This design comes from an exercise in tuning for small area and a short achievable clock period on the open sky130 flow, not from production work. Power figures rest on the tool's default switching activity, not on a simulated workload.

== v13 ==
## ex_top
module ex_top (
    input logic clk,
    input logic arst_n,
    input logic [31:0] pc,
    input logic [31:0] inst,
    input logic [31:0] reg1,
    input logic [31:0] reg2,
    input logic [31:0] imm,
    input logic [4:0] id_rd_addr,
    input logic id_rd_we,
    input logic [31:0] ram_rdata,
    output logic ram_req,
    output logic ram_we,
    output logic [3:0] ram_sel,
    output logic [31:0] ram_addr,
    output logic [31:0] ram_wdata,
    output logic [4:0] rd_addr,
    output logic [31:0] rd_wdata,
    output logic rd_we,
    output logic jump_flag,
    output logic [31:0] jump_addr
);
==> flow/config.mk <==
export PLATFORM = sky130hd
export DESIGN_NAME = ex_top
export DESIGN_NICKNAME = ex_top
export VERILOG_FILES = /design/flow/design.v
export SDC_FILE = /design/flow/constraint.sdc
export NUM_CORES = 4
export LEC_CHECK = 0
export CAP_MARGIN = 20
export CORE_MARGIN = 2
export CORE_UTILIZATION = 40
export SETUP_SLACK_MARGIN = 1.0
export SLEW_MARGIN = 20
==> flow/constraint.sdc <==
create_clock -name core_clock -period 6.5 [get_ports {clk}]
set_input_delay 1.3000 -clock core_clock [delete_from_list [all_inputs] [get_ports {clk}]]
set_output_delay 1.3000 -clock core_clock [all_outputs]
set_load 0.01 [all_outputs]
standard.sh (not shown) runs the stock make flow with config.mk's settings and CLKGATE_MAP_FILE= SYNTH_SCRIPT=/design/flow/synth_recipe.tcl, a recipe that flattens the netlist after the stock synthesis.
==> flow/flow/run.sh <==
#!/bin/bash
# Standard layout, with the port buffers made from the smallest plain buffer.
cp standard.sh standard_sh_copy.txt
cp config.mk config_mk_copy.txt
export BUFFER_PORTS_ARGS="-buffer_cell sky130_fd_sc_hd__buf_1"
bash standard.sh > standard.log 2>&1
Input-level comparison between v18 and v13:
--- a/flow/design.v
+++ b/flow/design.v
@@ -102,22 +102,28 @@
     assign is_lui = (opc == 7'b0110111);
     assign is_auipc = (opc == 7'b0010111);
     assign is_ld = (opc == 7'b0000011);
     assign is_st = (opc == 7'b0100011);
     assign is_br = (opc == 7'b1100011);
     assign is_jal = (opc == 7'b1101111);
     assign is_jalr = (opc == 7'b1100111);
     assign valid = r_ok | is_i | is_lui | is_auipc | is_ld | is_st | is_br | is_jal | is_jalr;
+    logic [31:0] maddr;
+    assign maddr = reg1 + imm;
     logic sel_r1, sel_pc;
     logic [31:0] base, xsum;
     assign sel_r1 = !inst[4] && !inst[3] && (!inst[6] || inst[2]);
     assign sel_pc = (inst[4] && !inst[5]) || (inst[6] && !inst[2]) || inst[3];
     assign base = ({32{sel_r1}} & reg1) | ({32{sel_pc}} & pc);
-    assign xsum = base + imm;
+    logic [31:0] xp, xg, xc;
+    assign xp = base ^ imm;
+    assign xg = base & imm;
+    ex_prefix u_xpfx (.p(xp), .g(xg), .c(xc));
+    assign xsum = xp ^ {xc[30:0], 1'b0};
     logic [31:0] b, bx, ysum;
     logic sub, cout, lt_u, lt_s, eq;
     assign b = inst[5] ? reg2 : imm;
     assign sub = inst[6] | (!f3[2] & f3[1]) | (!f3[2] & !f3[1] & !f3[0] & inst[5] & alt);
     assign bx = b ^ {32{sub}};
     logic [31:0] yp, yg, yg0, yc;
     assign yp = reg1 ^ bx;
     assign yg = reg1 & bx;
@@ -141,23 +147,34 @@
     assign s2 = sh[1] ? {{2{fill}}, s1[31:2]} : s1;
     assign s3 = sh[2] ? {{4{fill}}, s2[31:4]} : s2;
     assign s4 = sh[3] ? {{8{fill}}, s3[31:8]} : s3;
     assign s5 = sh[4] ? {{16{fill}}, s4[31:16]} : s4;
     assign sr = s5;
     always_comb begin
         for (int i = 0; i < 32; i++) sl[i] = sr[31-i];
     end
-    logic [31:0] lg;
-    assign lg = (yp & {32{!(f3[1] & f3[0])}}) | (yg & {32{f3[1]}});
+    logic [31:0] alu;
+    always_comb begin
+        case (f3)
+            3'b000: alu = ysum;
+            3'b001: alu = sl;
+            3'b010: alu = {31'd0, lt_s};
+            3'b011: alu = {31'd0, lt_u};
+            3'b100: alu = yp;
+            3'b101: alu = sr;
+            3'b110: alu = yp | yg;
+            default: alu = yg;
+        endcase
+    end
     logic [1:0] a;
     logic [7:0] rbyte;
     logic [15:0] rhalf;
     logic [31:0] ld;
-    assign a = xsum[1:0];
+    assign a = maddr[1:0];
     assign rbyte = ram_rdata[a*8 +: 8];
     assign rhalf = a[1] ? ram_rdata[31:16] : ram_rdata[15:0];
     always_comb begin
         case (f3)
             3'b000: ld = {{24{rbyte[7]}}, rbyte};
             3'b100: ld = {24'd0, rbyte};
             3'b001: ld = a[0] ? 32'd0 : {{16{rhalf[15]}}, rhalf};
             3'b101: ld = a[0] ? 32'd0 : {16'd0, rhalf};
@@ -171,31 +188,24 @@
     assign take = (is_br & cond) | is_jal | is_jalr;
     assign link = {pc[31:2] + 30'd1, pc[1:0]};
     logic use_alu, use_x, use_ld, use_link;
     logic [31:0] result;
     assign use_alu = inst[4] & !inst[2];
     assign use_x = inst[4] & inst[2];
     assign use_ld = !inst[4] & !inst[6] & !inst[5];
     assign use_link = inst[6] & inst[2];
-    logic s_sum, s_sl, s_sr, s_lg, s_slt;
-    assign s_sum = use_alu & (f3 == 3'b000);
-    assign s_sl = use_alu & (f3 == 3'b001);
-    assign s_sr = use_alu & (f3 == 3'b101);
-    assign s_lg = use_alu & f3[2] & (f3[1] | !f3[0]);
-    assign s_slt = use_alu & !f3[2] & f3[1];
-    assign result = ({32{s_sum}} & ysum) | ({32{s_sl}} & sl) | ({32{s_sr}} & sr)
-                  | ({32{s_lg}} & lg) | {31'd0, s_slt & (f3[0] ? lt_u : lt_s)}
-                  | ({32{use_x}} & xsum) | ({32{use_ld}} & ld) | ({32{use_link}} & link);
+    assign result = ({32{use_alu}} & alu) | ({32{use_x}} & xsum)
+                  | ({32{use_ld}} & ld) | ({32{use_link}} & link);
     logic st_ok, ld_ok, sb, sh_, sw;
     assign st_ok = is_st & !f3[2] & !(f3[1] & f3[0]);
     assign ld_ok = is_ld & !(f3[1] & (f3[0] | f3[2]));
     assign ram_req = st_ok | ld_ok;
     assign ram_we = st_ok;
-    assign ram_addr = xsum;
+    assign ram_addr = maddr;
     assign sb = !f3[1] & !f3[0];
     assign sh_ = f3[0];
     assign sw = f3[1];
     assign ram_sel[0] = sw | (!a[1] & !a[0]);
     assign ram_sel[1] = sw | (sb & !a[1] & a[0]) | (sh_ & !a[1] & !a[0]);
     assign ram_sel[2] = sw | (a[1] & !a[0]);
     assign ram_sel[3] = sw | (sb & a[1] & a[0]) | (sh_ & a[1] & !a[0]);
     assign ram_wdata[7:0] = reg2[7:0];
@@ -226,23 +236,18 @@
     always_comb begin
         gg = g;
         pp = p;
         for (int l = 0; l < 5; l++) begin
             gn = gg;
             pn = pp;
             for (int i = 0; i < 32; i++) begin
                 if (((i >> l) & 1) == 1) begin
-                    if (l >= 1 && i == (1 << l)) begin
-                        gn[i] = g[i] | (p[i] & g[i-1]) | (p[i] & p[i-1] & gg[i-2]);
-                        pn[i] = p[i] & p[i-1] & pp[i-2];
-                    end else begin
-                        gn[i] = gg[i] | (pp[i] & gg[((i >> l) << l) - 1]);
-                        pn[i] = pp[i] & pp[((i >> l) << l) - 1];
-                    end
+                    gn[i] = gg[i] | (pp[i] & gg[((i >> l) << l) - 1]);
+                    pn[i] = pp[i] & pp[((i >> l) << l) - 1];
                 end
             end
             gg = gn;
             pp = pn;
         end
         c = gg;
     end
 endmodule
--- outcome ---
- v18: maximum ir drop on the vdd rail is 23% higher than what v13 reported.
- Final standard cell area without fillers for v18: about 9% up relative to v13
- Of v13 and v18, the run reporting the higher leakage power was v18.
- First-pass GRT wire length for v18 is higher than for v13.
- Relative to v13, the synthesized area measured on v18 has increased by more than 10%.
- According to the power report, total power for v18 is lower than for v13.
- Total internal power improves in v18 relative to v13.
- Going from v13 to v18, flip-flop and latch count ~0 delta, fraction of power consumed by combinational cells +0.8 points, peak per-stage delay on the critical path -0.15 ns, die area +4600 um^2, synthesized cell count +322.
No functional check of the RTL was part of any run of this note.

re-timing with driven ports:
The flow's constraints put no driver on any port. The routed layouts listed below were extracted and timed again, unchanged, in two steps.
Step 1, drivers: a clkbuf_16 drives clk and a buf_2 each remaining input, both assumed.
Step 2 moves the port delays by t, midway between the first and last clock arrival at a register: inputs arrive t later, outputs are due t later. That takes back most of the time a late clock gives input paths.
Slacks: no drivers / after step 1 / after step 2; pairs: no drivers / after step 1.
| run | shift t [ns] | setup slack, ns | hold WS [ns] | worst setup path after step 2 | clock arrival spread, ns |
|---|---|---|---|---|---|
| v13 | 0.410 | 0.699 / 0.645 / 0.645 | 0.706 / 0.675 / 1.085 | input to output | 0.014 / 0.014 |
| v18 | 0.413 | 1.049 / 1.028 / 0.794 | 0.711 / 0.682 / 1.095 | input to register | 0.016 / 0.016 |
After both steps setup and hold are still met in every run listed. For v18, which loses most, drivers alone change the setup slack by -0.021 ns; drivers and shift together by -0.255 ns.
